Context: an optimization exercise on an open-source flow, tuned for small area and a short achievable clock period. The choices shown serve that exercise and are no tape-out recipe.
RTL that was checked went through simulation tests only; none was proved equivalent to the original.
Only the layout flow was run in run 1; the RTL was not checked for function there.
Power is estimated from default activity; no workload was simulated.

`flow/design.v`:
```
`timescale 1ns/1ps
package mulPkg;
	localparam int OpWidth   = 16;
	localparam int ProdWidth = 2 * OpWidth;
endpackage
`timescale 1ns/1ps
`timescale 1ns/1ps
module fullAdd (
	input  logic a,
	input  logic b,
	input  logic c,
	output logic s,
	output logic co
);
	assign s  = a ^ b ^ c;
	assign co = (a & b) | (a & c) | (b & c);
endmodule
module halfAdd (
	input  logic a,
	input  logic b,
	output logic s,
	output logic co
);
	assign s  = a ^ b;
	assign co = a & b;
endmodule
`timescale 1ns/1ps
`timescale 1ns/1ps
`timescale 1ns/1ps
`timescale 1ns/1ps
module wallaceMulTop (
	input  logic        clk,
	input  logic        arstN,
	input  logic        reqValid,
	input  logic [15:0] reqOpA,
	input  logic [15:0] reqOpB,
	output logic        respValid,
	output logic [31:0] respProduct
);
	logic        valid_q;
	logic        csValid_q;
	logic [15:0] opA_q;
	logic [7:0] one_q;
	logic [7:0] two_q;
	logic [7:0] neg_q;
	logic        top_q;
	logic [72:0] cs_d;
	logic [72:0] cs_q;
	logic [31:0] rowA;
	logic [31:0] rowB;
	logic [18:0] lo;
	logic [13:0] hi0;
	logic [13:0] hi1;
	logic [17:0] lo_q;
	logic        c_q;
	logic [13:0] hi0_q;
	logic [13:0] hi1_q;
	logic [16:0] bx;
	assign bx = {reqOpB, 1'b0};
	logic [7:0] one_d;
	logic [7:0] two_d;
	logic [7:0] neg_d;
	always_comb begin
		for (int i = 0; i < 8; i++) begin
			one_d[i] = bx[2*i+1] ^ bx[2*i];
			two_d[i] = (bx[2*i+2] & ~bx[2*i+1] & ~bx[2*i]) | (~bx[2*i+2] & bx[2*i+1] & bx[2*i]);
			neg_d[i] = bx[2*i+2];
		end
	end
	always_ff @(posedge clk or negedge arstN) begin
		if (!arstN) begin
			valid_q   <= 1'b0;
			csValid_q <= 1'b0;
			respValid <= 1'b0;
		end else begin
			valid_q   <= reqValid;
			csValid_q <= valid_q;
			respValid <= csValid_q;
		end
	end
	always_ff @(posedge clk) begin
		opA_q <= reqOpA;
		one_q <= one_d;
		two_q <= two_d;
		neg_q <= neg_d;
		top_q <= reqOpB[15];
		cs_q        <= cs_d;
		lo_q        <= lo[17:0];
		c_q         <= lo[18];
		hi0_q       <= hi0;
		hi1_q       <= hi1;
	end
	logic pp0_0;
	logic pp0_1;
	logic pp0_2;
	logic pp0_3;
	logic pp0_4;
	logic pp0_5;
	logic pp0_6;
	logic pp0_7;
	logic pp0_8;
	logic pp0_9;
	logic pp0_10;
	logic pp0_11;
	logic pp0_12;
	logic pp0_13;
	logic pp0_14;
	logic pp0_15;
	logic pp0_16;
	logic pp1_0;
	logic pp1_1;
	logic pp1_2;
	logic pp1_3;
	logic pp1_4;
	logic pp1_5;
	logic pp1_6;
	logic pp1_7;
	logic pp1_8;
	logic pp1_9;
	logic pp1_10;
	logic pp1_11;
	logic pp1_12;
	logic pp1_13;
	logic pp1_14;
	logic pp1_15;
	logic pp1_16;
	logic pp2_0;
	logic pp2_1;
	logic pp2_2;
	logic pp2_3;
	logic pp2_4;
	logic pp2_5;
	logic pp2_6;
	logic pp2_7;
	logic pp2_8;
	logic pp2_9;
	logic pp2_10;
	logic pp2_11;
	logic pp2_12;
	logic pp2_13;
	logic pp2_14;
	logic pp2_15;
	logic pp2_16;
	logic pp3_0;
	logic pp3_1;
	logic pp3_2;
	logic pp3_3;
	logic pp3_4;
	logic pp3_5;
	logic pp3_6;
	logic pp3_7;
	logic pp3_8;
	logic pp3_9;
	logic pp3_10;
	logic pp3_11;
	logic pp3_12;
	logic pp3_13;
	logic pp3_14;
	logic pp3_15;
	logic pp3_16;
	logic pp4_0;
	logic pp4_1;
	logic pp4_2;
	logic pp4_3;
	logic pp4_4;
	logic pp4_5;
	logic pp4_6;
	logic pp4_7;
	logic pp4_8;
	logic pp4_9;
	logic pp4_10;
	logic pp4_11;
	logic pp4_12;
	logic pp4_13;
	logic pp4_14;
	logic pp4_15;
	logic pp4_16;
	logic pp5_0;
	logic pp5_1;
	logic pp5_2;
	logic pp5_3;
	logic pp5_4;
	logic pp5_5;
	logic pp5_6;
	logic pp5_7;
	logic pp5_8;
	logic pp5_9;
	logic pp5_10;
	logic pp5_11;
	logic pp5_12;
	logic pp5_13;
	logic pp5_14;
	logic pp5_15;
	logic pp5_16;
	logic pp6_0;
	logic pp6_1;
	logic pp6_2;
	logic pp6_3;
	logic pp6_4;
	logic pp6_5;
	logic pp6_6;
	logic pp6_7;
	logic pp6_8;
	logic pp6_9;
	logic pp6_10;
	logic pp6_11;
	logic pp6_12;
	logic pp6_13;
	logic pp6_14;
	logic pp6_15;
	logic pp6_16;
	logic pp7_0;
	logic pp7_1;
	logic pp7_2;
	logic pp7_3;
	logic pp7_4;
	logic pp7_5;
	logic pp7_6;
	logic pp7_7;
	logic pp7_8;
	logic pp7_9;
	logic pp7_10;
	logic pp7_11;
	logic pp7_12;
	logic pp7_13;
	logic pp7_14;
	logic pp7_15;
	logic pp7_16;
	logic pp8_0;
	logic pp8_1;
	logic pp8_2;
	logic pp8_3;
	logic pp8_4;
	logic pp8_5;
	logic pp8_6;
	logic pp8_7;
	logic pp8_8;
	logic pp8_9;
	logic pp8_10;
	logic pp8_11;
	logic pp8_12;
	logic pp8_13;
	logic pp8_14;
	logic pp8_15;
	assign pp0_0 = (one_q[0] & opA_q[0]) ^ neg_q[0];
	assign pp0_1 = ((one_q[0] & opA_q[1]) | (two_q[0] & opA_q[0])) ^ neg_q[0];
	assign pp0_2 = ((one_q[0] & opA_q[2]) | (two_q[0] & opA_q[1])) ^ neg_q[0];
	assign pp0_3 = ((one_q[0] & opA_q[3]) | (two_q[0] & opA_q[2])) ^ neg_q[0];
	assign pp0_4 = ((one_q[0] & opA_q[4]) | (two_q[0] & opA_q[3])) ^ neg_q[0];
	assign pp0_5 = ((one_q[0] & opA_q[5]) | (two_q[0] & opA_q[4])) ^ neg_q[0];
	assign pp0_6 = ((one_q[0] & opA_q[6]) | (two_q[0] & opA_q[5])) ^ neg_q[0];
	assign pp0_7 = ((one_q[0] & opA_q[7]) | (two_q[0] & opA_q[6])) ^ neg_q[0];
	assign pp0_8 = ((one_q[0] & opA_q[8]) | (two_q[0] & opA_q[7])) ^ neg_q[0];
	assign pp0_9 = ((one_q[0] & opA_q[9]) | (two_q[0] & opA_q[8])) ^ neg_q[0];
	assign pp0_10 = ((one_q[0] & opA_q[10]) | (two_q[0] & opA_q[9])) ^ neg_q[0];
	assign pp0_11 = ((one_q[0] & opA_q[11]) | (two_q[0] & opA_q[10])) ^ neg_q[0];
	assign pp0_12 = ((one_q[0] & opA_q[12]) | (two_q[0] & opA_q[11])) ^ neg_q[0];
	assign pp0_13 = ((one_q[0] & opA_q[13]) | (two_q[0] & opA_q[12])) ^ neg_q[0];
	assign pp0_14 = ((one_q[0] & opA_q[14]) | (two_q[0] & opA_q[13])) ^ neg_q[0];
	assign pp0_15 = ((one_q[0] & opA_q[15]) | (two_q[0] & opA_q[14])) ^ neg_q[0];
	assign pp0_16 = (two_q[0] & opA_q[15]) ^ neg_q[0];
	assign pp1_0 = (one_q[1] & opA_q[0]) ^ neg_q[1];
	assign pp1_1 = ((one_q[1] & opA_q[1]) | (two_q[1] & opA_q[0])) ^ neg_q[1];
	assign pp1_2 = ((one_q[1] & opA_q[2]) | (two_q[1] & opA_q[1])) ^ neg_q[1];
	assign pp1_3 = ((one_q[1] & opA_q[3]) | (two_q[1] & opA_q[2])) ^ neg_q[1];
	assign pp1_4 = ((one_q[1] & opA_q[4]) | (two_q[1] & opA_q[3])) ^ neg_q[1];
	assign pp1_5 = ((one_q[1] & opA_q[5]) | (two_q[1] & opA_q[4])) ^ neg_q[1];
	assign pp1_6 = ((one_q[1] & opA_q[6]) | (two_q[1] & opA_q[5])) ^ neg_q[1];
	assign pp1_7 = ((one_q[1] & opA_q[7]) | (two_q[1] & opA_q[6])) ^ neg_q[1];
	assign pp1_8 = ((one_q[1] & opA_q[8]) | (two_q[1] & opA_q[7])) ^ neg_q[1];
	assign pp1_9 = ((one_q[1] & opA_q[9]) | (two_q[1] & opA_q[8])) ^ neg_q[1];
	assign pp1_10 = ((one_q[1] & opA_q[10]) | (two_q[1] & opA_q[9])) ^ neg_q[1];
	assign pp1_11 = ((one_q[1] & opA_q[11]) | (two_q[1] & opA_q[10])) ^ neg_q[1];
	assign pp1_12 = ((one_q[1] & opA_q[12]) | (two_q[1] & opA_q[11])) ^ neg_q[1];
	assign pp1_13 = ((one_q[1] & opA_q[13]) | (two_q[1] & opA_q[12])) ^ neg_q[1];
	assign pp1_14 = ((one_q[1] & opA_q[14]) | (two_q[1] & opA_q[13])) ^ neg_q[1];
	assign pp1_15 = ((one_q[1] & opA_q[15]) | (two_q[1] & opA_q[14])) ^ neg_q[1];
	assign pp1_16 = (two_q[1] & opA_q[15]) ^ neg_q[1];
	assign pp2_0 = (one_q[2] & opA_q[0]) ^ neg_q[2];
	assign pp2_1 = ((one_q[2] & opA_q[1]) | (two_q[2] & opA_q[0])) ^ neg_q[2];
	assign pp2_2 = ((one_q[2] & opA_q[2]) | (two_q[2] & opA_q[1])) ^ neg_q[2];
	assign pp2_3 = ((one_q[2] & opA_q[3]) | (two_q[2] & opA_q[2])) ^ neg_q[2];
	assign pp2_4 = ((one_q[2] & opA_q[4]) | (two_q[2] & opA_q[3])) ^ neg_q[2];
	assign pp2_5 = ((one_q[2] & opA_q[5]) | (two_q[2] & opA_q[4])) ^ neg_q[2];
	assign pp2_6 = ((one_q[2] & opA_q[6]) | (two_q[2] & opA_q[5])) ^ neg_q[2];
	assign pp2_7 = ((one_q[2] & opA_q[7]) | (two_q[2] & opA_q[6])) ^ neg_q[2];
	assign pp2_8 = ((one_q[2] & opA_q[8]) | (two_q[2] & opA_q[7])) ^ neg_q[2];
	assign pp2_9 = ((one_q[2] & opA_q[9]) | (two_q[2] & opA_q[8])) ^ neg_q[2];
	assign pp2_10 = ((one_q[2] & opA_q[10]) | (two_q[2] & opA_q[9])) ^ neg_q[2];
	assign pp2_11 = ((one_q[2] & opA_q[11]) | (two_q[2] & opA_q[10])) ^ neg_q[2];
	assign pp2_12 = ((one_q[2] & opA_q[12]) | (two_q[2] & opA_q[11])) ^ neg_q[2];
	assign pp2_13 = ((one_q[2] & opA_q[13]) | (two_q[2] & opA_q[12])) ^ neg_q[2];
	assign pp2_14 = ((one_q[2] & opA_q[14]) | (two_q[2] & opA_q[13])) ^ neg_q[2];
	assign pp2_15 = ((one_q[2] & opA_q[15]) | (two_q[2] & opA_q[14])) ^ neg_q[2];
	assign pp2_16 = (two_q[2] & opA_q[15]) ^ neg_q[2];
	assign pp3_0 = (one_q[3] & opA_q[0]) ^ neg_q[3];
	assign pp3_1 = ((one_q[3] & opA_q[1]) | (two_q[3] & opA_q[0])) ^ neg_q[3];
	assign pp3_2 = ((one_q[3] & opA_q[2]) | (two_q[3] & opA_q[1])) ^ neg_q[3];
	assign pp3_3 = ((one_q[3] & opA_q[3]) | (two_q[3] & opA_q[2])) ^ neg_q[3];
	assign pp3_4 = ((one_q[3] & opA_q[4]) | (two_q[3] & opA_q[3])) ^ neg_q[3];
	assign pp3_5 = ((one_q[3] & opA_q[5]) | (two_q[3] & opA_q[4])) ^ neg_q[3];
	assign pp3_6 = ((one_q[3] & opA_q[6]) | (two_q[3] & opA_q[5])) ^ neg_q[3];
	assign pp3_7 = ((one_q[3] & opA_q[7]) | (two_q[3] & opA_q[6])) ^ neg_q[3];
	assign pp3_8 = ((one_q[3] & opA_q[8]) | (two_q[3] & opA_q[7])) ^ neg_q[3];
	assign pp3_9 = ((one_q[3] & opA_q[9]) | (two_q[3] & opA_q[8])) ^ neg_q[3];
	assign pp3_10 = ((one_q[3] & opA_q[10]) | (two_q[3] & opA_q[9])) ^ neg_q[3];
	assign pp3_11 = ((one_q[3] & opA_q[11]) | (two_q[3] & opA_q[10])) ^ neg_q[3];
	assign pp3_12 = ((one_q[3] & opA_q[12]) | (two_q[3] & opA_q[11])) ^ neg_q[3];
	assign pp3_13 = ((one_q[3] & opA_q[13]) | (two_q[3] & opA_q[12])) ^ neg_q[3];
	assign pp3_14 = ((one_q[3] & opA_q[14]) | (two_q[3] & opA_q[13])) ^ neg_q[3];
	assign pp3_15 = ((one_q[3] & opA_q[15]) | (two_q[3] & opA_q[14])) ^ neg_q[3];
	assign pp3_16 = (two_q[3] & opA_q[15]) ^ neg_q[3];
	assign pp4_0 = (one_q[4] & opA_q[0]) ^ neg_q[4];
	assign pp4_1 = ((one_q[4] & opA_q[1]) | (two_q[4] & opA_q[0])) ^ neg_q[4];
	assign pp4_2 = ((one_q[4] & opA_q[2]) | (two_q[4] & opA_q[1])) ^ neg_q[4];
	assign pp4_3 = ((one_q[4] & opA_q[3]) | (two_q[4] & opA_q[2])) ^ neg_q[4];
	assign pp4_4 = ((one_q[4] & opA_q[4]) | (two_q[4] & opA_q[3])) ^ neg_q[4];
	assign pp4_5 = ((one_q[4] & opA_q[5]) | (two_q[4] & opA_q[4])) ^ neg_q[4];
	assign pp4_6 = ((one_q[4] & opA_q[6]) | (two_q[4] & opA_q[5])) ^ neg_q[4];
	assign pp4_7 = ((one_q[4] & opA_q[7]) | (two_q[4] & opA_q[6])) ^ neg_q[4];
	assign pp4_8 = ((one_q[4] & opA_q[8]) | (two_q[4] & opA_q[7])) ^ neg_q[4];
	assign pp4_9 = ((one_q[4] & opA_q[9]) | (two_q[4] & opA_q[8])) ^ neg_q[4];
	assign pp4_10 = ((one_q[4] & opA_q[10]) | (two_q[4] & opA_q[9])) ^ neg_q[4];
	assign pp4_11 = ((one_q[4] & opA_q[11]) | (two_q[4] & opA_q[10])) ^ neg_q[4];
	assign pp4_12 = ((one_q[4] & opA_q[12]) | (two_q[4] & opA_q[11])) ^ neg_q[4];
	assign pp4_13 = ((one_q[4] & opA_q[13]) | (two_q[4] & opA_q[12])) ^ neg_q[4];
	assign pp4_14 = ((one_q[4] & opA_q[14]) | (two_q[4] & opA_q[13])) ^ neg_q[4];
	assign pp4_15 = ((one_q[4] & opA_q[15]) | (two_q[4] & opA_q[14])) ^ neg_q[4];
	assign pp4_16 = (two_q[4] & opA_q[15]) ^ neg_q[4];
	assign pp5_0 = (one_q[5] & opA_q[0]) ^ neg_q[5];
	assign pp5_1 = ((one_q[5] & opA_q[1]) | (two_q[5] & opA_q[0])) ^ neg_q[5];
	assign pp5_2 = ((one_q[5] & opA_q[2]) | (two_q[5] & opA_q[1])) ^ neg_q[5];
	assign pp5_3 = ((one_q[5] & opA_q[3]) | (two_q[5] & opA_q[2])) ^ neg_q[5];
	assign pp5_4 = ((one_q[5] & opA_q[4]) | (two_q[5] & opA_q[3])) ^ neg_q[5];
	assign pp5_5 = ((one_q[5] & opA_q[5]) | (two_q[5] & opA_q[4])) ^ neg_q[5];
	assign pp5_6 = ((one_q[5] & opA_q[6]) | (two_q[5] & opA_q[5])) ^ neg_q[5];
	assign pp5_7 = ((one_q[5] & opA_q[7]) | (two_q[5] & opA_q[6])) ^ neg_q[5];
	assign pp5_8 = ((one_q[5] & opA_q[8]) | (two_q[5] & opA_q[7])) ^ neg_q[5];
	assign pp5_9 = ((one_q[5] & opA_q[9]) | (two_q[5] & opA_q[8])) ^ neg_q[5];
	assign pp5_10 = ((one_q[5] & opA_q[10]) | (two_q[5] & opA_q[9])) ^ neg_q[5];
	assign pp5_11 = ((one_q[5] & opA_q[11]) | (two_q[5] & opA_q[10])) ^ neg_q[5];
	assign pp5_12 = ((one_q[5] & opA_q[12]) | (two_q[5] & opA_q[11])) ^ neg_q[5];
	assign pp5_13 = ((one_q[5] & opA_q[13]) | (two_q[5] & opA_q[12])) ^ neg_q[5];
	assign pp5_14 = ((one_q[5] & opA_q[14]) | (two_q[5] & opA_q[13])) ^ neg_q[5];
	assign pp5_15 = ((one_q[5] & opA_q[15]) | (two_q[5] & opA_q[14])) ^ neg_q[5];
	assign pp5_16 = (two_q[5] & opA_q[15]) ^ neg_q[5];
	assign pp6_0 = (one_q[6] & opA_q[0]) ^ neg_q[6];
	assign pp6_1 = ((one_q[6] & opA_q[1]) | (two_q[6] & opA_q[0])) ^ neg_q[6];
	assign pp6_2 = ((one_q[6] & opA_q[2]) | (two_q[6] & opA_q[1])) ^ neg_q[6];
	assign pp6_3 = ((one_q[6] & opA_q[3]) | (two_q[6] & opA_q[2])) ^ neg_q[6];
	assign pp6_4 = ((one_q[6] & opA_q[4]) | (two_q[6] & opA_q[3])) ^ neg_q[6];
	assign pp6_5 = ((one_q[6] & opA_q[5]) | (two_q[6] & opA_q[4])) ^ neg_q[6];
	assign pp6_6 = ((one_q[6] & opA_q[6]) | (two_q[6] & opA_q[5])) ^ neg_q[6];
	assign pp6_7 = ((one_q[6] & opA_q[7]) | (two_q[6] & opA_q[6])) ^ neg_q[6];
	assign pp6_8 = ((one_q[6] & opA_q[8]) | (two_q[6] & opA_q[7])) ^ neg_q[6];
	assign pp6_9 = ((one_q[6] & opA_q[9]) | (two_q[6] & opA_q[8])) ^ neg_q[6];
	assign pp6_10 = ((one_q[6] & opA_q[10]) | (two_q[6] & opA_q[9])) ^ neg_q[6];
	assign pp6_11 = ((one_q[6] & opA_q[11]) | (two_q[6] & opA_q[10])) ^ neg_q[6];
	assign pp6_12 = ((one_q[6] & opA_q[12]) | (two_q[6] & opA_q[11])) ^ neg_q[6];
	assign pp6_13 = ((one_q[6] & opA_q[13]) | (two_q[6] & opA_q[12])) ^ neg_q[6];
	assign pp6_14 = ((one_q[6] & opA_q[14]) | (two_q[6] & opA_q[13])) ^ neg_q[6];
	assign pp6_15 = ((one_q[6] & opA_q[15]) | (two_q[6] & opA_q[14])) ^ neg_q[6];
	assign pp6_16 = (two_q[6] & opA_q[15]) ^ neg_q[6];
	assign pp7_0 = (one_q[7] & opA_q[0]) ^ neg_q[7];
	assign pp7_1 = ((one_q[7] & opA_q[1]) | (two_q[7] & opA_q[0])) ^ neg_q[7];
	assign pp7_2 = ((one_q[7] & opA_q[2]) | (two_q[7] & opA_q[1])) ^ neg_q[7];
	assign pp7_3 = ((one_q[7] & opA_q[3]) | (two_q[7] & opA_q[2])) ^ neg_q[7];
	assign pp7_4 = ((one_q[7] & opA_q[4]) | (two_q[7] & opA_q[3])) ^ neg_q[7];
	assign pp7_5 = ((one_q[7] & opA_q[5]) | (two_q[7] & opA_q[4])) ^ neg_q[7];
	assign pp7_6 = ((one_q[7] & opA_q[6]) | (two_q[7] & opA_q[5])) ^ neg_q[7];
	assign pp7_7 = ((one_q[7] & opA_q[7]) | (two_q[7] & opA_q[6])) ^ neg_q[7];
	assign pp7_8 = ((one_q[7] & opA_q[8]) | (two_q[7] & opA_q[7])) ^ neg_q[7];
	assign pp7_9 = ((one_q[7] & opA_q[9]) | (two_q[7] & opA_q[8])) ^ neg_q[7];
	assign pp7_10 = ((one_q[7] & opA_q[10]) | (two_q[7] & opA_q[9])) ^ neg_q[7];
	assign pp7_11 = ((one_q[7] & opA_q[11]) | (two_q[7] & opA_q[10])) ^ neg_q[7];
	assign pp7_12 = ((one_q[7] & opA_q[12]) | (two_q[7] & opA_q[11])) ^ neg_q[7];
	assign pp7_13 = ((one_q[7] & opA_q[13]) | (two_q[7] & opA_q[12])) ^ neg_q[7];
	assign pp7_14 = ((one_q[7] & opA_q[14]) | (two_q[7] & opA_q[13])) ^ neg_q[7];
	assign pp7_15 = ((one_q[7] & opA_q[15]) | (two_q[7] & opA_q[14])) ^ neg_q[7];
	assign pp7_16 = (two_q[7] & opA_q[15]) ^ neg_q[7];
	assign pp8_0 = opA_q[0] & top_q;
	assign pp8_1 = opA_q[1] & top_q;
	assign pp8_2 = opA_q[2] & top_q;
	assign pp8_3 = opA_q[3] & top_q;
	assign pp8_4 = opA_q[4] & top_q;
	assign pp8_5 = opA_q[5] & top_q;
	assign pp8_6 = opA_q[6] & top_q;
	assign pp8_7 = opA_q[7] & top_q;
	assign pp8_8 = opA_q[8] & top_q;
	assign pp8_9 = opA_q[9] & top_q;
	assign pp8_10 = opA_q[10] & top_q;
	assign pp8_11 = opA_q[11] & top_q;
	assign pp8_12 = opA_q[12] & top_q;
	assign pp8_13 = opA_q[13] & top_q;
	assign pp8_14 = opA_q[14] & top_q;
	assign pp8_15 = opA_q[15] & top_q;
	logic xs1;
	logic xc2;
	logic xs3;
	logic xc4;
	logic xs5;
	logic xc6;
	logic xs7;
	logic xc8;
	logic xs9;
	logic xc10;
	logic xs11;
	logic xc12;
	logic xs13;
	logic xc14;
	logic xs15;
	logic xc16;
	logic xs17;
	logic xc18;
	logic xs19;
	logic xc20;
	logic xs21;
	logic xc22;
	logic xs23;
	logic xc24;
	logic xs25;
	logic xc26;
	logic xs27;
	logic xc28;
	logic xs29;
	logic xc30;
	logic xs31;
	logic xc32;
	logic xs33;
	logic xc34;
	logic xs35;
	logic xc36;
	logic xs37;
	logic xc38;
	logic xs39;
	logic xc40;
	logic xs41;
	logic xc42;
	logic xs43;
	logic xc44;
	logic xs45;
	logic xc46;
	logic xs47;
	logic xc48;
	logic xs49;
	logic xc50;
	logic xs51;
	logic xc52;
	logic xs53;
	logic xc54;
	logic xs55;
	logic xc56;
	logic xs57;
	logic xc58;
	logic xs59;
	logic xc60;
	logic xs61;
	logic xc62;
	logic xs63;
	logic xc64;
	logic xs65;
	logic xc66;
	logic xs67;
	logic xc68;
	logic xs69;
	logic xc70;
	logic xs71;
	logic xc72;
	logic xs73;
	logic xc74;
	logic xs75;
	logic xc76;
	logic xs77;
	logic xc78;
	logic xs79;
	logic xc80;
	logic xs81;
	logic xc82;
	logic xs83;
	logic xc84;
	logic xs85;
	logic xc86;
	logic xs87;
	logic xc88;
	logic xs89;
	logic xc90;
	logic xs91;
	logic xc92;
	logic xs93;
	logic xc94;
	logic xs95;
	logic xc96;
	logic xs97;
	logic xc98;
	logic xs99;
	logic xc100;
	logic xs101;
	logic xc102;
	logic xs103;
	logic xc104;
	logic xs105;
	logic xc106;
	logic xs107;
	logic xc108;
	logic xs109;
	logic xc110;
	logic xs111;
	logic xc112;
	logic xs113;
	logic xc114;
	logic xs115;
	logic xc116;
	logic xs117;
	logic xc118;
	logic xs119;
	logic xc120;
	logic xs121;
	logic xc122;
	logic xs123;
	logic xc124;
	logic xs125;
	logic xc126;
	logic xs127;
	logic xc128;
	logic xs129;
	logic xc130;
	logic xs131;
	logic xc132;
	logic xs133;
	logic xc134;
	logic xs135;
	logic xc136;
	logic xs137;
	logic xc138;
	logic xs139;
	logic xc140;
	logic xs141;
	logic xc142;
	logic xs143;
	logic xc144;
	logic xs145;
	logic xc146;
	logic xs147;
	logic xc148;
	logic xs149;
	logic xc150;
	logic xs151;
	logic xc152;
	logic xs153;
	logic xc154;
	logic xs155;
	logic xc156;
	logic xs157;
	logic xc158;
	logic xs159;
	logic xc160;
	logic xs161;
	logic xc162;
	logic xs163;
	logic xc164;
	logic xs165;
	logic xc166;
	logic xs167;
	logic xc168;
	logic xs169;
	logic xc170;
	logic xs171;
	logic xc172;
	logic xs173;
	logic xc174;
	logic xs175;
	logic xc176;
	logic xs177;
	logic xc178;
	logic xs179;
	logic xc180;
	logic xs181;
	logic xc182;
	logic xs183;
	logic xc184;
	logic xs185;
	logic xc186;
	logic xs187;
	logic xc188;
	logic xs189;
	logic xc190;
	logic xs191;
	logic xc192;
	logic xs193;
	logic xc194;
	logic xs195;
	logic xc196;
	logic xs197;
	logic xc198;
	logic xs199;
	logic xc200;
	logic xs201;
	logic xc202;
	logic xs203;
	logic xc204;
	logic xs205;
	logic xc206;
	logic xs207;
	logic xc208;
	logic xs209;
	logic xc210;
	logic xs211;
	logic xc212;
	logic xs213;
	logic xc214;
	logic xs215;
	logic xc216;
	logic xs217;
	logic xc218;
	logic xs219;
	logic xc220;
	logic xs221;
	logic xc222;
	logic xs223;
	logic xc224;
	logic xs225;
	logic xc226;
	halfAdd uxs1 (.a(neg_q[0]), .b(pp0_0), .s(xs1), .co(xc2));
	halfAdd uxs3 (.a(pp0_1), .b(xc2), .s(xs3), .co(xc4));
	fullAdd uxs5 (.a(neg_q[1]), .b(pp0_2), .c(pp1_0), .s(xs5), .co(xc6));
	halfAdd uxs7 (.a(xc4), .b(xs5), .s(xs7), .co(xc8));
	fullAdd uxs9 (.a(pp0_3), .b(pp1_1), .c(xc6), .s(xs9), .co(xc10));
	halfAdd uxs11 (.a(xc8), .b(xs9), .s(xs11), .co(xc12));
	fullAdd uxs13 (.a(neg_q[2]), .b(pp0_4), .c(pp1_2), .s(xs13), .co(xc14));
	fullAdd uxs15 (.a(pp2_0), .b(xs13), .c(xc10), .s(xs15), .co(xc16));
	fullAdd uxs17 (.a(pp0_5), .b(pp1_3), .c(pp2_1), .s(xs17), .co(xc18));
	halfAdd uxs19 (.a(xc14), .b(xs17), .s(xs19), .co(xc20));
	fullAdd uxs21 (.a(neg_q[3]), .b(pp0_6), .c(pp1_4), .s(xs21), .co(xc22));
	fullAdd uxs23 (.a(pp2_2), .b(pp3_0), .c(xc18), .s(xs23), .co(xc24));
	fullAdd uxs25 (.a(xs21), .b(xc20), .c(xs23), .s(xs25), .co(xc26));
	fullAdd uxs27 (.a(pp0_7), .b(pp1_5), .c(pp2_3), .s(xs27), .co(xc28));
	fullAdd uxs29 (.a(pp3_1), .b(xc22), .c(xs27), .s(xs29), .co(xc30));
	halfAdd uxs31 (.a(xc24), .b(xs29), .s(xs31), .co(xc32));
	fullAdd uxs33 (.a(neg_q[4]), .b(pp0_8), .c(pp1_6), .s(xs33), .co(xc34));
	fullAdd uxs35 (.a(pp2_4), .b(pp3_2), .c(pp4_0), .s(xs35), .co(xc36));
	fullAdd uxs37 (.a(xc28), .b(xs33), .c(xs35), .s(xs37), .co(xc38));
	halfAdd uxs39 (.a(xc30), .b(xs37), .s(xs39), .co(xc40));
	fullAdd uxs41 (.a(pp0_9), .b(pp1_7), .c(pp2_5), .s(xs41), .co(xc42));
	fullAdd uxs43 (.a(pp3_3), .b(pp4_1), .c(xc34), .s(xs43), .co(xc44));
	fullAdd uxs45 (.a(xc36), .b(xs41), .c(xc38), .s(xs45), .co(xc46));
	fullAdd uxs47 (.a(neg_q[5]), .b(pp0_10), .c(pp1_8), .s(xs47), .co(xc48));
	fullAdd uxs49 (.a(pp2_6), .b(pp3_4), .c(pp4_2), .s(xs49), .co(xc50));
	fullAdd uxs51 (.a(pp5_0), .b(xc42), .c(xs47), .s(xs51), .co(xc52));
	fullAdd uxs53 (.a(xs49), .b(xc44), .c(xs51), .s(xs53), .co(xc54));
	fullAdd uxs55 (.a(pp0_11), .b(pp1_9), .c(pp2_7), .s(xs55), .co(xc56));
	fullAdd uxs57 (.a(pp3_5), .b(pp4_3), .c(pp5_1), .s(xs57), .co(xc58));
	fullAdd uxs59 (.a(xc48), .b(xc50), .c(xs55), .s(xs59), .co(xc60));
	fullAdd uxs61 (.a(xs57), .b(xc52), .c(xs59), .s(xs61), .co(xc62));
	fullAdd uxs63 (.a(neg_q[6]), .b(pp0_12), .c(pp1_10), .s(xs63), .co(xc64));
	fullAdd uxs65 (.a(pp2_8), .b(pp3_6), .c(pp4_4), .s(xs65), .co(xc66));
	fullAdd uxs67 (.a(pp5_2), .b(pp6_0), .c(xc56), .s(xs67), .co(xc68));
	fullAdd uxs69 (.a(xc58), .b(xs63), .c(xs65), .s(xs69), .co(xc70));
	fullAdd uxs71 (.a(xc60), .b(xs67), .c(xs69), .s(xs71), .co(xc72));
	fullAdd uxs73 (.a(pp0_13), .b(pp1_11), .c(pp2_9), .s(xs73), .co(xc74));
	fullAdd uxs75 (.a(pp3_7), .b(pp4_5), .c(pp5_3), .s(xs75), .co(xc76));
	fullAdd uxs77 (.a(pp6_1), .b(xc64), .c(xc66), .s(xs77), .co(xc78));
	fullAdd uxs79 (.a(xs73), .b(xs75), .c(xc68), .s(xs79), .co(xc80));
	fullAdd uxs81 (.a(neg_q[7]), .b(pp0_14), .c(pp1_12), .s(xs81), .co(xc82));
	fullAdd uxs83 (.a(pp2_10), .b(pp3_8), .c(pp4_6), .s(xs83), .co(xc84));
	fullAdd uxs85 (.a(pp5_4), .b(pp6_2), .c(pp7_0), .s(xs85), .co(xc86));
	fullAdd uxs87 (.a(xc74), .b(xc76), .c(xs81), .s(xs87), .co(xc88));
	fullAdd uxs89 (.a(xs83), .b(xs85), .c(xc78), .s(xs89), .co(xc90));
	halfAdd uxs91 (.a(xs87), .b(xc80), .s(xs91), .co(xc92));
	fullAdd uxs93 (.a(pp0_15), .b(pp1_13), .c(pp2_11), .s(xs93), .co(xc94));
	fullAdd uxs95 (.a(pp3_9), .b(pp4_7), .c(pp5_5), .s(xs95), .co(xc96));
	fullAdd uxs97 (.a(pp6_3), .b(pp7_1), .c(xc82), .s(xs97), .co(xc98));
	fullAdd uxs99 (.a(xc84), .b(xc86), .c(xs93), .s(xs99), .co(xc100));
	fullAdd uxs101 (.a(xs95), .b(xc88), .c(xs97), .s(xs101), .co(xc102));
	fullAdd uxs103 (.a(pp8_0), .b(pp0_16), .c(pp1_14), .s(xs103), .co(xc104));
	fullAdd uxs105 (.a(pp2_12), .b(pp3_10), .c(pp4_8), .s(xs105), .co(xc106));
	fullAdd uxs107 (.a(pp5_6), .b(pp6_4), .c(pp7_2), .s(xs107), .co(xc108));
	fullAdd uxs109 (.a(xc94), .b(xc96), .c(xs103), .s(xs109), .co(xc110));
	fullAdd uxs111 (.a(xs105), .b(xs107), .c(xc98), .s(xs111), .co(xc112));
	fullAdd uxs113 (.a(neg_q[0]), .b(pp8_1), .c(pp1_15), .s(xs113), .co(xc114));
	fullAdd uxs115 (.a(pp2_13), .b(pp3_11), .c(pp4_9), .s(xs115), .co(xc116));
	fullAdd uxs117 (.a(pp5_7), .b(pp6_5), .c(pp7_3), .s(xs117), .co(xc118));
	fullAdd uxs119 (.a(xc104), .b(xc106), .c(xc108), .s(xs119), .co(xc120));
	fullAdd uxs121 (.a(xs113), .b(xs115), .c(xs117), .s(xs121), .co(xc122));
	fullAdd uxs123 (.a(xc110), .b(xs119), .c(xs121), .s(xs123), .co(xc124));
	fullAdd uxs125 (.a(neg_q[0]), .b(pp8_2), .c(pp1_16), .s(xs125), .co(xc126));
	fullAdd uxs127 (.a(pp2_14), .b(pp3_12), .c(pp4_10), .s(xs127), .co(xc128));
	fullAdd uxs129 (.a(pp5_8), .b(pp6_6), .c(pp7_4), .s(xs129), .co(xc130));
	fullAdd uxs131 (.a(xc114), .b(xc116), .c(xc118), .s(xs131), .co(xc132));
	fullAdd uxs133 (.a(xs125), .b(xs127), .c(xs129), .s(xs133), .co(xc134));
	fullAdd uxs135 (.a(xc120), .b(xc122), .c(xs131), .s(xs135), .co(xc136));
	fullAdd uxs137 (.a(~neg_q[0]), .b(~neg_q[1]), .c(pp8_3), .s(xs137), .co(xc138));
	fullAdd uxs139 (.a(pp2_15), .b(pp3_13), .c(pp4_11), .s(xs139), .co(xc140));
	fullAdd uxs141 (.a(pp5_9), .b(pp6_7), .c(pp7_5), .s(xs141), .co(xc142));
	fullAdd uxs143 (.a(xs137), .b(xc126), .c(xc128), .s(xs143), .co(xc144));
	fullAdd uxs145 (.a(xc130), .b(xs139), .c(xs141), .s(xs145), .co(xc146));
	fullAdd uxs147 (.a(xc132), .b(xc134), .c(xs143), .s(xs147), .co(xc148));
	assign xs149 = ~(pp8_4 ^ pp2_16);
	assign xc150 = pp8_4 | pp2_16;
	fullAdd uxs151 (.a(pp3_14), .b(pp4_12), .c(pp5_10), .s(xs151), .co(xc152));
	fullAdd uxs153 (.a(pp6_8), .b(pp7_6), .c(xc138), .s(xs153), .co(xc154));
	fullAdd uxs155 (.a(xs149), .b(xc140), .c(xc142), .s(xs155), .co(xc156));
	fullAdd uxs157 (.a(xs151), .b(xs153), .c(xc144), .s(xs157), .co(xc158));
	fullAdd uxs159 (.a(~neg_q[2]), .b(pp8_5), .c(pp3_15), .s(xs159), .co(xc160));
	fullAdd uxs161 (.a(pp4_13), .b(pp5_11), .c(pp6_9), .s(xs161), .co(xc162));
	fullAdd uxs163 (.a(pp7_7), .b(xc150), .c(xc152), .s(xs163), .co(xc164));
	fullAdd uxs165 (.a(xs159), .b(xs161), .c(xc154), .s(xs165), .co(xc166));
	fullAdd uxs167 (.a(xc156), .b(xs163), .c(xs165), .s(xs167), .co(xc168));
	assign xs169 = ~(pp8_6 ^ pp3_16);
	assign xc170 = pp8_6 | pp3_16;
	fullAdd uxs171 (.a(pp4_14), .b(pp5_12), .c(pp6_10), .s(xs171), .co(xc172));
	fullAdd uxs173 (.a(pp7_8), .b(xs169), .c(xc160), .s(xs173), .co(xc174));
	fullAdd uxs175 (.a(xc162), .b(xs171), .c(xc164), .s(xs175), .co(xc176));
	fullAdd uxs177 (.a(~neg_q[3]), .b(pp8_7), .c(pp4_15), .s(xs177), .co(xc178));
	fullAdd uxs179 (.a(pp5_13), .b(pp6_11), .c(pp7_9), .s(xs179), .co(xc180));
	fullAdd uxs181 (.a(xc170), .b(xc172), .c(xs177), .s(xs181), .co(xc182));
	fullAdd uxs183 (.a(xs179), .b(xc174), .c(xs181), .s(xs183), .co(xc184));
	assign xs185 = ~(pp8_8 ^ pp4_16);
	assign xc186 = pp8_8 | pp4_16;
	fullAdd uxs187 (.a(pp5_14), .b(pp6_12), .c(pp7_10), .s(xs187), .co(xc188));
	fullAdd uxs189 (.a(xs185), .b(xc178), .c(xc180), .s(xs189), .co(xc190));
	fullAdd uxs191 (.a(xs187), .b(xc182), .c(xs189), .s(xs191), .co(xc192));
	fullAdd uxs193 (.a(~neg_q[4]), .b(pp8_9), .c(pp5_15), .s(xs193), .co(xc194));
	fullAdd uxs195 (.a(pp6_13), .b(pp7_11), .c(xc186), .s(xs195), .co(xc196));
	fullAdd uxs197 (.a(xc188), .b(xs193), .c(xs195), .s(xs197), .co(xc198));
	assign xs199 = ~(pp8_10 ^ pp5_16);
	assign xc200 = pp8_10 | pp5_16;
	fullAdd uxs201 (.a(pp6_14), .b(pp7_12), .c(xs199), .s(xs201), .co(xc202));
	fullAdd uxs203 (.a(xc194), .b(xc196), .c(xs201), .s(xs203), .co(xc204));
	fullAdd uxs205 (.a(~neg_q[5]), .b(pp8_11), .c(pp6_15), .s(xs205), .co(xc206));
	fullAdd uxs207 (.a(pp7_13), .b(xc200), .c(xs205), .s(xs207), .co(xc208));
	halfAdd uxs209 (.a(xc202), .b(xs207), .s(xs209), .co(xc210));
	assign xs211 = ~(pp8_12 ^ pp6_16);
	assign xc212 = pp8_12 | pp6_16;
	fullAdd uxs213 (.a(pp7_14), .b(xs211), .c(xc206), .s(xs213), .co(xc214));
	halfAdd uxs215 (.a(xc208), .b(xs213), .s(xs215), .co(xc216));
	fullAdd uxs217 (.a(~neg_q[6]), .b(pp8_13), .c(pp7_15), .s(xs217), .co(xc218));
	fullAdd uxs219 (.a(xc212), .b(xs217), .c(xc214), .s(xs219), .co(xc220));
	assign xs221 = ~(pp8_14 ^ pp7_16);
	assign xc222 = pp8_14 | pp7_16;
	halfAdd uxs223 (.a(xs221), .b(xc218), .s(xs223), .co(xc224));
	fullAdd uxs225 (.a(~neg_q[7]), .b(pp8_15), .c(xc222), .s(xs225), .co(xc226));
	assign cs_d[0] = xs1;  
	assign cs_d[1] = xs3;  
	assign cs_d[2] = xs7;  
	assign cs_d[3] = xs11;  
	assign cs_d[4] = xc12;  
	assign cs_d[5] = xs15;  
	assign cs_d[6] = xs19;  
	assign cs_d[7] = xc16;  
	assign cs_d[8] = xs25;  
	assign cs_d[9] = xc26;  
	assign cs_d[10] = xs31;  
	assign cs_d[11] = xc32;  
	assign cs_d[12] = xs39;  
	assign cs_d[13] = xs43;  
	assign cs_d[14] = xc40;  
	assign cs_d[15] = xs45;  
	assign cs_d[16] = xc46;  
	assign cs_d[17] = xs53;  
	assign cs_d[18] = xc54;  
	assign cs_d[19] = xs61;  
	assign cs_d[20] = xc62;  
	assign cs_d[21] = xs71;  
	assign cs_d[22] = xc70;  
	assign cs_d[23] = xs77;  
	assign cs_d[24] = xs79;  
	assign cs_d[25] = xc72;  
	assign cs_d[26] = xs89;  
	assign cs_d[27] = xs91;  
	assign cs_d[28] = xs99;  
	assign cs_d[29] = xc90;  
	assign cs_d[30] = xs101;  
	assign cs_d[31] = xc92;  
	assign cs_d[32] = xc100;  
	assign cs_d[33] = xs109;  
	assign cs_d[34] = xc102;  
	assign cs_d[35] = xs111;  
	assign cs_d[36] = xc112;  
	assign cs_d[37] = xs123;  
	assign cs_d[38] = xs133;  
	assign cs_d[39] = xc124;  
	assign cs_d[40] = xs135;  
	assign cs_d[41] = xs145;  
	assign cs_d[42] = xc136;  
	assign cs_d[43] = xs147;  
	assign cs_d[44] = xc146;  
	assign cs_d[45] = xs155;  
	assign cs_d[46] = xc148;  
	assign cs_d[47] = xs157;  
	assign cs_d[48] = xc158;  
	assign cs_d[49] = xs167;  
	assign cs_d[50] = xs173;  
	assign cs_d[51] = xc166;  
	assign cs_d[52] = xs175;  
	assign cs_d[53] = xc168;  
	assign cs_d[54] = xc176;  
	assign cs_d[55] = xs183;  
	assign cs_d[56] = xc184;  
	assign cs_d[57] = xs191;  
	assign cs_d[58] = xc190;  
	assign cs_d[59] = xs197;  
	assign cs_d[60] = xc192;  
	assign cs_d[61] = xc198;  
	assign cs_d[62] = xs203;  
	assign cs_d[63] = xc204;  
	assign cs_d[64] = xs209;  
	assign cs_d[65] = xs215;  
	assign cs_d[66] = xc210;  
	assign cs_d[67] = xc216;  
	assign cs_d[68] = xs219;  
	assign cs_d[69] = xs223;  
	assign cs_d[70] = xc220;  
	assign cs_d[71] = xc224;  
	assign cs_d[72] = xs225;  
	logic ys227;
	logic yc228;
	logic ys229;
	logic yc230;
	logic ys231;
	logic yc232;
	logic ys233;
	logic yc234;
	logic ys235;
	logic yc236;
	logic ys237;
	logic yc238;
	logic ys239;
	logic yc240;
	logic ys241;
	logic yc242;
	logic ys243;
	logic yc244;
	logic ys245;
	logic yc246;
	logic ys247;
	logic yc248;
	logic ys249;
	logic yc250;
	logic ys251;
	logic yc252;
	logic ys253;
	logic yc254;
	logic ys255;
	logic yc256;
	logic ys257;
	logic yc258;
	logic ys259;
	logic yc260;
	logic ys261;
	logic yc262;
	logic ys263;
	logic yc264;
	logic ys265;
	logic yc266;
	logic ys267;
	logic yc268;
	logic ys269;
	logic yc270;
	logic ys271;
	logic yc272;
	logic ys273;
	logic yc274;
	logic ys275;
	logic yc276;
	logic ys277;
	logic yc278;
	logic ys279;
	logic yc280;
	logic ys281;
	logic yc282;
	fullAdd uys227 (.a(cs_q[13]), .b(cs_q[14]), .c(cs_q[15]), .s(ys227), .co(yc228));
	fullAdd uys229 (.a(cs_q[16]), .b(cs_q[17]), .c(yc228), .s(ys229), .co(yc230));
	halfAdd uys231 (.a(cs_q[18]), .b(cs_q[19]), .s(ys231), .co(yc232));
	fullAdd uys233 (.a(cs_q[20]), .b(cs_q[21]), .c(yc232), .s(ys233), .co(yc234));
	fullAdd uys235 (.a(cs_q[22]), .b(cs_q[23]), .c(cs_q[24]), .s(ys235), .co(yc236));
	halfAdd uys237 (.a(cs_q[25]), .b(ys235), .s(ys237), .co(yc238));
	fullAdd uys239 (.a(cs_q[26]), .b(cs_q[27]), .c(yc236), .s(ys239), .co(yc240));
	fullAdd uys241 (.a(cs_q[28]), .b(cs_q[29]), .c(cs_q[30]), .s(ys241), .co(yc242));
	halfAdd uys243 (.a(cs_q[31]), .b(ys241), .s(ys243), .co(yc244));
	fullAdd uys245 (.a(cs_q[32]), .b(cs_q[33]), .c(cs_q[34]), .s(ys245), .co(yc246));
	fullAdd uys247 (.a(cs_q[35]), .b(yc242), .c(ys245), .s(ys247), .co(yc248));
	fullAdd uys249 (.a(cs_q[36]), .b(cs_q[37]), .c(yc246), .s(ys249), .co(yc250));
	fullAdd uys251 (.a(cs_q[38]), .b(cs_q[39]), .c(cs_q[40]), .s(ys251), .co(yc252));
	fullAdd uys253 (.a(cs_q[41]), .b(cs_q[42]), .c(cs_q[43]), .s(ys253), .co(yc254));
	fullAdd uys255 (.a(cs_q[44]), .b(cs_q[45]), .c(cs_q[46]), .s(ys255), .co(yc256));
	fullAdd uys257 (.a(cs_q[47]), .b(yc254), .c(ys255), .s(ys257), .co(yc258));
	fullAdd uys259 (.a(cs_q[48]), .b(cs_q[49]), .c(yc256), .s(ys259), .co(yc260));
	fullAdd uys261 (.a(cs_q[50]), .b(cs_q[51]), .c(cs_q[52]), .s(ys261), .co(yc262));
	halfAdd uys263 (.a(cs_q[53]), .b(ys261), .s(ys263), .co(yc264));
	fullAdd uys265 (.a(cs_q[54]), .b(cs_q[55]), .c(yc262), .s(ys265), .co(yc266));
	halfAdd uys267 (.a(cs_q[56]), .b(cs_q[57]), .s(ys267), .co(yc268));
	fullAdd uys269 (.a(cs_q[58]), .b(cs_q[59]), .c(cs_q[60]), .s(ys269), .co(yc270));
	fullAdd uys271 (.a(cs_q[61]), .b(cs_q[62]), .c(yc270), .s(ys271), .co(yc272));
	halfAdd uys273 (.a(cs_q[63]), .b(cs_q[64]), .s(ys273), .co(yc274));
	fullAdd uys275 (.a(cs_q[65]), .b(cs_q[66]), .c(yc274), .s(ys275), .co(yc276));
	halfAdd uys277 (.a(cs_q[67]), .b(cs_q[68]), .s(ys277), .co(yc278));
	fullAdd uys279 (.a(cs_q[69]), .b(cs_q[70]), .c(yc278), .s(ys279), .co(yc280));
	halfAdd uys281 (.a(cs_q[71]), .b(cs_q[72]), .s(ys281), .co(yc282));
	assign rowA[0] = cs_q[0];
	assign rowB[0] = 1'b0;
	assign rowA[1] = cs_q[1];
	assign rowB[1] = 1'b0;
	assign rowA[2] = cs_q[2];
	assign rowB[2] = 1'b0;
	assign rowA[3] = cs_q[3];
	assign rowB[3] = 1'b0;
	assign rowA[4] = cs_q[4];
	assign rowB[4] = cs_q[5];
	assign rowA[5] = cs_q[6];
	assign rowB[5] = cs_q[7];
	assign rowA[6] = cs_q[8];
	assign rowB[6] = 1'b0;
	assign rowA[7] = cs_q[9];
	assign rowB[7] = cs_q[10];
	assign rowA[8] = cs_q[11];
	assign rowB[8] = cs_q[12];
	assign rowA[9] = ys227;
	assign rowB[9] = 1'b0;
	assign rowA[10] = ys229;
	assign rowB[10] = 1'b0;
	assign rowA[11] = ys231;
	assign rowB[11] = yc230;
	assign rowA[12] = ys233;
	assign rowB[12] = 1'b0;
	assign rowA[13] = yc234;
	assign rowB[13] = ys237;
	assign rowA[14] = yc238;
	assign rowB[14] = ys239;
	assign rowA[15] = yc240;
	assign rowB[15] = ys243;
	assign rowA[16] = yc244;
	assign rowB[16] = ys247;
	assign rowA[17] = yc248;
	assign rowB[17] = ys249;
	assign rowA[18] = ys251;
	assign rowB[18] = yc250;
	assign rowA[19] = yc252;
	assign rowB[19] = ys253;
	assign rowA[20] = ys257;
	assign rowB[20] = 1'b0;
	assign rowA[21] = yc258;
	assign rowB[21] = ys259;
	assign rowA[22] = yc260;
	assign rowB[22] = ys263;
	assign rowA[23] = yc264;
	assign rowB[23] = ys265;
	assign rowA[24] = ys267;
	assign rowB[24] = yc266;
	assign rowA[25] = yc268;
	assign rowB[25] = ys269;
	assign rowA[26] = ys271;
	assign rowB[26] = 1'b0;
	assign rowA[27] = ys273;
	assign rowB[27] = yc272;
	assign rowA[28] = ys275;
	assign rowB[28] = 1'b0;
	assign rowA[29] = ys277;
	assign rowB[29] = yc276;
	assign rowA[30] = ys279;
	assign rowB[30] = 1'b0;
	assign rowA[31] = ys281;
	assign rowB[31] = yc280;
	assign lo  = {1'b0, rowA[17:0]} + {1'b0, rowB[17:0]};
	assign hi0 = rowA[31:18] + rowB[31:18];
	assign hi1 = rowA[31:18] + rowB[31:18] + 1'b1;
	assign respProduct = {c_q ? hi1_q : hi0_q, lo_q};
endmodule
```
`flow/run.sh`:
```
#!/bin/bash
# synth_recipe.tcl (not shown) runs the flow's synth.tcl, then flattens the netlist and writes it again
# the make line also repeats each setting of config.mk as NAME=value (left out here)
make -C /OpenROAD-flow-scripts/flow DESIGN_CONFIG=/design/flow/config.mk WORK_HOME=/design/flow/orfs CLKGATE_MAP_FILE= SYNTH_SCRIPT=/design/flow/synth_recipe.tcl finish
```
`flow/config.mk`:
```
export PLATFORM = sky130hd
export DESIGN_NAME = wallaceMulTop
export DESIGN_NICKNAME = wallaceMulTop
export VERILOG_FILES = /design/flow/design.v
export SDC_FILE = /design/flow/constraint.sdc
export NUM_CORES = 4
export LEC_CHECK = 0
export ABC_CLOCK_PERIOD_IN_PS = 2500
export CAP_MARGIN = 20
export CORE_MARGIN = 2
export CORE_UTILIZATION = 60
export SETUP_SLACK_MARGIN = 1.5
export SLEW_MARGIN = 20
export SYNTH_HIERARCHICAL = 1
```
`flow/constraint.sdc`:
```
create_clock -name core_clock -period 4.3 [get_ports {clk}]
set_input_delay 0.8600 -clock core_clock [delete_from_list [all_inputs] [get_ports {clk}]]
set_output_delay 0.8600 -clock core_clock [all_outputs]
set_load 0.01 [all_outputs]
```
==> key figures, run 1 <==
Global routing
  – Vias in the first global route: just under 7000
  – First-pass GRT wire length: around 36000 µm
  – Largest net degree at the start of global routing: 20
  – GR Overflow Total: 0
  – GRT Util Overall: 25.8%
  – Initial antenna violation count: 0

Floorplanning
  – Die height: around 130 µm
  – Die Width: about 130 µm
  – Starting Density: approximately three fifths
  – Die area: 18000 µm²
  – I/O Pins: 68
  – Core area: approximately 17000 µm²
  – Std cell rows: between 40 and 50

Placed design
  – Routability Congestion: 0.882
  – DP Wirelength: about 15000 µm
  – Port Buffers: 67
  – Post-place setup slack: ~1.2 ns

Setup path
  – Worst Path Class, Setup: reg -> reg
  – CP Launch Type: flip-flop
  – Crit-path max cell delay: 0.54 ns
  – Maximum fanout along the worst path: 4
  – WP data required: 4.61 ns
  – CP bufs+invs: 0
  – CP endpoint kind: flip-flop
  – CP max stage cell: fa_1
  – CP delay by family, top: adder cells
  – Cell Chain, Critical Path: fa_2 > fa_1 > ha_4 > and4_4 > a221oi_4 > mux2_4 > o211ai_4 > and2b_2 > nand4_1 > xnor2_1
  – Worst EP arrival: 3.27 ns

Yosys
  – Post-Synthesis Cells: 903
  – Leading area contributor after synthesis: dfxtp_1
  – Avg Cell Area, Syn: 11.3 µm²
  – Fraction of registers with async set/reset: 1.84%
  – Ys flop type: dfxtp_1
  – Syn nets: ~1100
  – Register area share after synthesis: about a third
  – Distinct cells, synth: 49
  – Mapped cell area: 10200 µm²
  – Ys Warns: 7
  – EDFF count, synth: 0
  – Top cells by area, synth: dfxtp_1 (31%), fa_1 (23%), xnor2_1 (14%)
  – Synth Register Bits: 163
  – Area share of the largest cell type after synthesis: 31.5%
  – Commonest cells in the synthesized netlist: xnor2_1 (162), dfxtp_1 (160), a22oi_1 (121), fa_1 (118), clkbuf_1 (81)
  – Most common cell in the netlist: xnor2_1

Timing
  – Achievable Freq: about 0.34 GHz
  – Clock skew: between 0.009 and 0.01 ns
  – Endpoints failing hold: 0
  – Worst hold margin: 0.332 ns
  – Actual slew at the worst max-slew pin: 0.742 ns
  – Fin Setup TNS: 0 ns
  – Relative slew slack: 50.4%
  – Setup violators final: 0
  – RSZ-0062 raised after global routing: yes
  – Tcrit/Tclk final: 68.9%
  – Max Slew Vio Count: 0
  – Min Clock Period, post-route: between 2 and 3 ns
  – Setup WS post-layout: roughly 1.3 ns

Flow run
  – Max Cap Viol: 0

Detailed routing
  – Pre-antenna DRT Iters: 5
  – 1st-iter DRT viols: 610
  – Final WL: 21800 µm
  – Routed met3 length: 1590 µm
  – Routed Antenna Nets: 0
  – Wire length per cell: 18.9 µm
  – Met2 WL: approximately 9900 µm
  – DR vias: 6668
  – Max layer used: met4
  – DRT met1 WL: 10000 µm
  – Avg Vias per Cell: ~5.8
  – DR DRC count: 0

CTS
  – Number of H-tree levels: 4
  – Clock sink count: between 150 and 200
  – CTS Buf Count: 17
  – Root Driver: clkbuf_16
  – Clk buf depth: 2
  – Skew-Pair Late Insertion Delay: 0.43 ns
  – CTS tree: done
  – Clock Pin Slew Worst Setup and Hold Paths: approximately 0.060 ns

Pwr
  – Peak supply drop: 0.000727 V
  – Power per cell area: 976 nW/µm²
  – Sw Share: 40.6%
  – Clk network pwr share: between 10% and 20%
  – Static Leak: 4.54 nW
  – Reg power frac: between 20% and 30%
  – Internal power: 0.00678 W
  – Comb power frac: 63.1%
  – Sw Pwr: ~0.0046 W

Finish
  – Final Util: 70.6%
  – Fillers: 1216
  – FF/Latch Area: 3330 µm²
  – Diodes inserted: 0
  – Share of layout cells above drive strength 1: 14.4%
  – Nets: between 1000 and 1500
  – Multi-input logic area: 6590 µm²
  – Synth-to-layout area growth: 14.9%

Run status
  – Status: complete, no violations

Hold path
  – Hold WC Path Type: reg -> reg
-- power by group through the flow --
stage | Sequential (W) | Clock, W | Combinational (W)
floorplan | 0.00252 | 0 | 0.00507
detailed placement | 0.00269 | 0 | 0.00650
CTS | 0.00266 | 0.00159 | 0.00690
global route | 0.00273 | 0.00167 | 0.00801
global placement | 0.00266 | 0 | 0.00633
finish | 0.00266 | 0.00156 | 0.00720
-- final timing paths --
path | from | endpoint | slack (ns) | depth (start not counted)
setup reg to reg | cs_q[52]$_DFF_P_ | hi1_q[13]$_DFF_P_ | 1.34 | 10
hold / removal | cs_q[2]$_DFF_P_ | lo_q[2]$_DFF_P_ | 0.33 | 0
setup / recovery | cs_q[52]$_DFF_P_ | hi1_q[13]$_DFF_P_ | 1.34 | 10
max in group asynchronous | arstN | respValid$_DFF_PN0_ | 3.55 | 1
hold reg to reg | cs_q[2]$_DFF_P_ | lo_q[2]$_DFF_P_ | 0.33 | 0
min in group asynchronous | arstN | csValid_q$_DFF_PN0_ | 0.61 | 1
-- routing by layer --
metal / up-vias / global-route usage (%)
li1: 3051 / -
met1: 3307 / 37.8
met2: 277 / 38.6
met3: 33 / 5.90
met4: 0 / 7.08
met5: - / 0
-- modules after synthesis (local to each module, per instance) --
| module | times used | cell area (µm²) |
|---|---|---|
| wallaceMulTop | 1 | 7620 |
| halfAdd | 19 | 12.5 |
| fullAdd | 116 | 20.0 |
-- what timing repair did --
action                                 4_1_cts  5_1_grt
pin swaps                                    6        3
endpoints found under the hold margin        0        0
hold buffers                                 0        0
resized for setup                           33       29
setup endpoints to repair                   41       28
buffers inserted                             4        1
-- stage by stage --
step | std cells | power [W] | instance area [µm²]
after floorplan | 903 | 0.00759 | 10200
after global placement | 1112 | 0.00898 | 10900
after detailed placement | 1112 | 0.00919 | 10900
after CTS | 1148 | 0.0112 | 11600
after global routing | 1149 | 0.0124 | 11700
final | 1149 | 0.0114 | 11700
-- kinds of logic (layout without fill, tap and decap cells) --
family          after synthesis  count (layout)  synth area share, %
simple gates                 97              97                 5.09
mux                          15              15                 1.70
compound gates              168             168                 12.3
buf+inv                     117             143                 4.40
xor+xnor                    180             180                 15.6
fa+ha+maj                   163             163                 28.7
flops                       163             163                 32.2
-- sequential cells by signal (all words and copies together) (netlist names) --
register / count
c_q: 1
csValid_q: 1
cs_q: 73
hi0_q: 14
hi1_q: 14
lo_q: 18
neg_q: 8
one_q: 8
opA_q: 16
respValid: 1
two_q: 8
valid_q: 1
-- cell type report --
type                    count  area share [%]
multi-input cells         623            56.3
flip-flops and latches    163            28.5
well taps                 220            2.35
clock inverters            11            1.20
inverters                  31           0.994
clock buffers              21            4.11
repair buffers             80            6.57
-- cell usage in the layout (no fill, tap or decap), types with 2 or more instances in the layout --
cell type,n
ha_4,4
a31oi_1,3
nand4_1,5
and3_1,3
dfrtp_1,3
and2_1,10
nor3_1,2
fa_2,7
inv_6,2
nand2_1,35
nand2b_1,10
xnor2_1,159
clkinv_4,2
a21o_1,6
a21oi_1,7
ha_1,40
clkdlybuf4s50_1,67
a31oi_2,2
clkbuf_8,4
clkinvlp_4,3
mux2_2,14
dfxtp_2,39
xnor2_2,4
nand3_1,4
clkbuf_16,17
nand3b_1,9
inv_2,2
buf_4,13
o21ai_0,12
inv_8,2
bufinv_16,2
dfxtp_1,120
o21bai_1,3
fa_1,111
a22oi_1,120
nor2_1,8
inv_1,29
xor2_1,16
nor2b_1,3
==> run 2: changes to the inputs <==
--- a/flow/design.v
+++ b/flow/design.v
@@ -50,9 +50,3 @@
 	logic [31:0] rowB;
-	logic [18:0] lo;
-	logic [13:0] hi0;
-	logic [13:0] hi1;
-	logic [17:0] lo_q;
-	logic        c_q;
-	logic [13:0] hi0_q;
-	logic [13:0] hi1_q;
+	logic [31:0] sum;
 	logic [16:0] bx;
@@ -87,6 +81,3 @@
 		cs_q        <= cs_d;
-		lo_q        <= lo[17:0];
-		c_q         <= lo[18];
-		hi0_q       <= hi0;
-		hi1_q       <= hi1;
+		respProduct <= sum;
 	end
@@ -962,6 +953,3 @@
 	assign rowB[31] = yc280;
-	assign lo  = {1'b0, rowA[17:0]} + {1'b0, rowB[17:0]};
-	assign hi0 = rowA[31:18] + rowB[31:18];
-	assign hi1 = rowA[31:18] + rowB[31:18] + 1'b1;
-	assign respProduct = {c_q ? hi1_q : hi0_q, lo_q};
+	assign sum = rowA + rowB;
 endmodule
==> flow/flow/run.sh (new file) <==
#!/bin/bash
# The standard layout (standard.sh, unchanged synthesis) with two changes:
# the port buffers are plain buf_2 cells instead of the delay buffers that
# buffer_ports picks by default, and the clock tree is built from clkbuf_4 and
# clkbuf_8 cells without dummy loads.
set -euo pipefail
export BUFFER_PORTS_ARGS="-buffer_cell sky130_fd_sc_hd__buf_2"
export CTS_ARGS="-sink_clustering_enable -repair_clock_nets -buf_list {sky130_fd_sc_hd__clkbuf_4 sky130_fd_sc_hd__clkbuf_8} -dont_use_dummy_load"
bash standard.sh > standard.log 2>&1
==> flow/standard.sh (new file) <==
#!/bin/bash
# synth_recipe.tcl (not shown) runs the flow's synth.tcl, then flattens the netlist and writes it again
# the make line also repeats each setting of config.mk as NAME=value (left out here)
make -C /OpenROAD-flow-scripts/flow DESIGN_CONFIG=/design/flow/config.mk WORK_HOME=/design/flow/orfs CLKGATE_MAP_FILE= SYNTH_SCRIPT=/design/flow/synth_recipe.tcl "${@:-finish}"
--- a/flow/config.mk
+++ b/flow/config.mk
@@ -11,3 +11,3 @@
 export CORE_UTILIZATION = 60
-export SETUP_SLACK_MARGIN = 1.5
+export SETUP_SLACK_MARGIN = 1.9
 export SLEW_MARGIN = 20
removed: flow/run.sh
==> key figures, run 2 <==
Run status
  – Status: complete, no violations

Yosys
  – Adder-cell share of the synthesized area: 29.8% (+1.1 points)
  – Mux contribution to synthesized area: 0.103% (-1.6 points)
  – Top cells by area, synth: dfxtp_1 (30%), fa_1 (24%), xnor2_1 (14%)
  – Main combinational cell family by area after synthesis: adder cells
  – Leading area contributor after synthesis: dfxtp_1
  – Most common cell in the netlist: xnor2_1
  – Compound-Gate Fraction of Synth Area: 13.9% (+1.6 points)
  – Commonest cells in the synthesized netlist: xnor2_1 (156), dfxtp_1 (145), a22oi_1 (120), fa_1 (117), clkbuf_1 (74)
  – Distinct cells, synth: 50 (+2.0%)
  – Syn nets: 1076 (-2.3%)
  – Xor and xnor fraction of the mapped netlist area: 15.3% (-0.36 points)
  – Fraction of registers with async set/reset: 2.03% (+0.19 points)
  – Ys Warns: 7 (unchanged)
  – Post-Synthesis Cells: 880 (-2.5%)
  – Mapped cell area: 9700 µm² (-4.8%)
  – Ys flop type: dfxtp_1
  – EDFF count, synth: 0 (unchanged)
  – Register area share after synthesis: 30.7% (-1.5 points)
  – Post-Synth Simple-Gate Area: 5.70% (+0.62 points)
  – Avg Cell Area, Syn: 11.0 µm² (-2.3%)
  – Area share of the largest cell type after synthesis: 29.9% (-1.5 points)
  – Synth Register Bits: 148 (-9.2%)

Finish
  – Share of layout cells above drive strength 1: 45.3% (+31 points)
  – Nets: 1225 (+10%)
  – Max FFs per register: 73 (unchanged)
  – Biggest register: cs_q
  – Final cell count without fillers: 1243 (+8.2%)
  – Top Registers: cs_q (73), respProduct (32), opA_q (16)
  – Diodes inserted: 0 (unchanged)
  – Commonest non-fill, non-tap cell in the layout: xnor2_1
  – Synth-to-layout area growth: 31.2%
  – Commonest cells after routing, fill and taps aside: xnor2_1 (134), buf_4 (124), dfxtp_1 (99), fa_1 (72)

Floorplanning
  – I/O Pins: 68 (unchanged)
  – Starting Density: 61.3% (-0.14 points)
  – Core area: 15800 µm² (-4.6%)
  – Std cell rows: 46 (-2.1%)
  – Die Width: 131 µm (-2.3%)
  – Die height: 131 µm (-2.3%)
  – Die area: 17200 µm² (-4.6%)

Setup path
  – Maximum fanout along the worst path: 5 (+1)
  – Worst EP arrival: 3.09 ns (-0.18 ns)
  – Worst Path Class, Setup: reg -> reg
  – Critical path startpoint: cs_q[32]$_DFF_P_
  – Reg2Reg Launch Point: cs_q[32]$_DFF_P_
  – WP data required: 4.62 ns (about the same)
  – CP endpoint kind: flip-flop
  – CP Launch Type: flip-flop

Timing
  – Endpoints failing hold: 0 (unchanged)
  – Setup WS post-layout: 1.53 ns (+0.195 ns)
  – Fin Setup TNS: 0 ns (unchanged)
  – Achievable Freq: 0.361 GHz (+7.0%)
  – Clock skew: 0.0353 ns (+0.0256 ns)
  – RSZ-0062 raised after global routing: yes
  – Max Slew Vio Count: 0 (unchanged)
  – Min Clock Period, post-route: 2.77 ns (-0.195 ns)
  – Setup violators final: 0 (unchanged)
  – Relative slew slack: 49.6% (-0.86 points)
  – Actual slew at the worst max-slew pin: 0.748 ns (+0.00597 ns)
  – Tcrit/Tclk final: 64.4% (-4.5 points)

Detailed routing
  – Final WL: 29800 µm (+37%)
  – DR DRC count: 0 (unchanged)
  – Pre-antenna DRT Iters: 5 (unchanged)
  – 1st-iter DRT viols: 887 (+45%)
  – Avg Vias per Cell: 6.31 (+8.7%)
  – Wire length per cell: 24.0 µm (+26%)
  – Routed Antenna Nets: 0 (unchanged)
  – DR vias: 7840 (+18%)

Placed design
  – Port Buffers: 67 (unchanged)
  – DP Wirelength: 16000 µm (+3.3%)
  – Inst Count DP: 1080 (-2.9%)
  – Routability Congestion: 0.893 (+1.3%)
  – Post-place setup slack: 1.28 ns (+0.125 ns)

CTS
  – Root Driver: clkbuf_8
  – Clk buf depth: 2 (unchanged)
  – CTS tree: done
  – Clock Pin Slew Worst Setup and Hold Paths: 0.10 ns (+0.04 ns)
  – Number of H-tree levels: 4 (unchanged)
  – CTS Buf Count: 17 (unchanged)
  – Clock sink count: 148 (-9.2%)
  – Skew-Pair Late Insertion Delay: 0.46 ns (+0.03 ns)

Global routing
  – GR Overflow Total: 0 (unchanged)
  – GRT Util Overall: 28.0% (+2.3 points)
  – First-pass GRT wire length: 37800 µm (+4.9%)
  – Largest net degree at the start of global routing: 20 (unchanged)
  – Vias in the first global route: 7210 (+4.8%)
  – Initial antenna violation count: 1 (+1)

Hold path
  – Hold WC Path Type: in -> async

Flow run
  – Max Cap Viol: 0 (unchanged)

Pwr
  – Peak supply drop: 0.000820 V (+13%)
  – Power Total: 0.0120 W (+5.4%)
  – Power per cell area: 946 nW/µm² (-3.1%)
  – Static Leak: 5.04 nW (+11%)
[run 2: through the flow]
stage	utilization, %	cell area [µm²]	hold WS, ns
6_report	80.4	12700	0.167
5_1_grt	80.4	12700	0.121
4_1_cts	71.2	11300	0.143
3_5_place_dp	64.9	10300	0.316
3_3_place_gp	64.9	10300	0.310
2_1_floorplan	-	10400	0.310
[run 2: cells by family (layout without fill, tap and decap cells)]
logic type      count (synthesis)  in the layout
compound gates                184            184
xor+xnor                      169            169
mux                             1              1
flops                         148            148
buf+inv                       111            258
fa+ha+maj                     161            161
simple gates                  106            106
[run 2: metal layers]
metal	up-vias	track usage [%]	wire length, µm
met5	-	0	15
met4	2	8.82	1570
met3	163	6.25	3240
met2	586	43.7	13500
met1	3829	39.4	11500
li1	3260	-	-
[run 2: final cells by class]
class | instances | area (µm²)
well taps | 216 | 270
fillers | 851 | 3100
multi-input cells | 621 | 7290
inverters | 22 | 82.6
flip-flops and latches | 148 | 3130
clock buffers | 17 | 234
repair buffers | 219 | 1720
[run 2: path summary, 6_finish.rpt]
| kind | end | cells past startpoint | slack [ns] |
|---|---|---|---|
| worst max register to register | respProduct[21]$_DFF_P_ | 9 | 1.53 |
| worst min register to register | respProduct[3]$_DFF_P_ | 0 | 0.33 |
| min in group core_clock | respProduct[3]$_DFF_P_ | 0 | 0.33 |
| worst max-delay path | respProduct[21]$_DFF_P_ | 9 | 1.53 |
| worst min-delay path | respValid$_DFF_PN0_ | 1 | 0.17 |
| max in group asynchronous | csValid_q$_DFF_PN0_ | 1 | 4.03 |
[run 2: per-module statistics from Yosys (local to each module, per instance)]
module	flops+latches	area (µm²)
wallaceMulTop	148	7140
fullAdd	0	20.0
halfAdd	0	12.5
[run 2: report_power, final]
group	switching [W]	internal (W)
Sequential	0.000318	0.00200
Combinational	0.00460	0.00429
Clock	0.000477	0.000349
[run 2: timing repair]
item	in CTS	in global routing
buffers inserted	54	92
hold buffers	0	0
setup endpoints to repair	78	39
pin swaps	14	81
gates resized for setup	105	161
hold endpoints to repair	0	0
[run 2: worst max-delay path, cell delays in order (launching register included)]
cell and delay (ns):
dfxtp_2 0.33, fa_1 0.55, fa_2 0.47, ha_4 0.32, and2_4 0.16, nand3_2 0.09, or3_4 0.38, a21oi_2 0.15
nor2_1 0.06, xnor2_1 0.14

==> port drivers added, routing unchanged <==
Ports are ideal in the flow. The routed layouts listed here were re-timed in OpenROAD. Step 1 sets driving cells, clkbuf_16 on the clock port and buf_2 on the other inputs (assumed; they add their load-dependent delay and slew). Step 2 adds t to the input delays and takes it off the output delays; t is the mean of the earliest and latest rising clock arrival at the registers after step 1. Input paths then give back, and output paths get back, about the clock's delay inside the block. a / b / c = no drivers / after step 1 / after step 2; a / b = the first two.
| run | t, ns | setup slack, ns | hold WS [ns] | clock arrival spread, ns | worst register clock-pin slew, ns |
|---|---|---|---|---|---|
| run 1 | 0.468 | 1.338 / 1.338 / 1.338 | 0.332 / 0.332 / 0.332 | 0.010 / 0.010 | 0.06 / 0.06 |
| run 2 | 0.486 | 1.532 / 1.532 / 1.532 | 0.167 / 0.148 / 0.332 | 0.039 / 0.039 | 0.10 / 0.10 |
After both steps setup and hold are still met in every run listed.
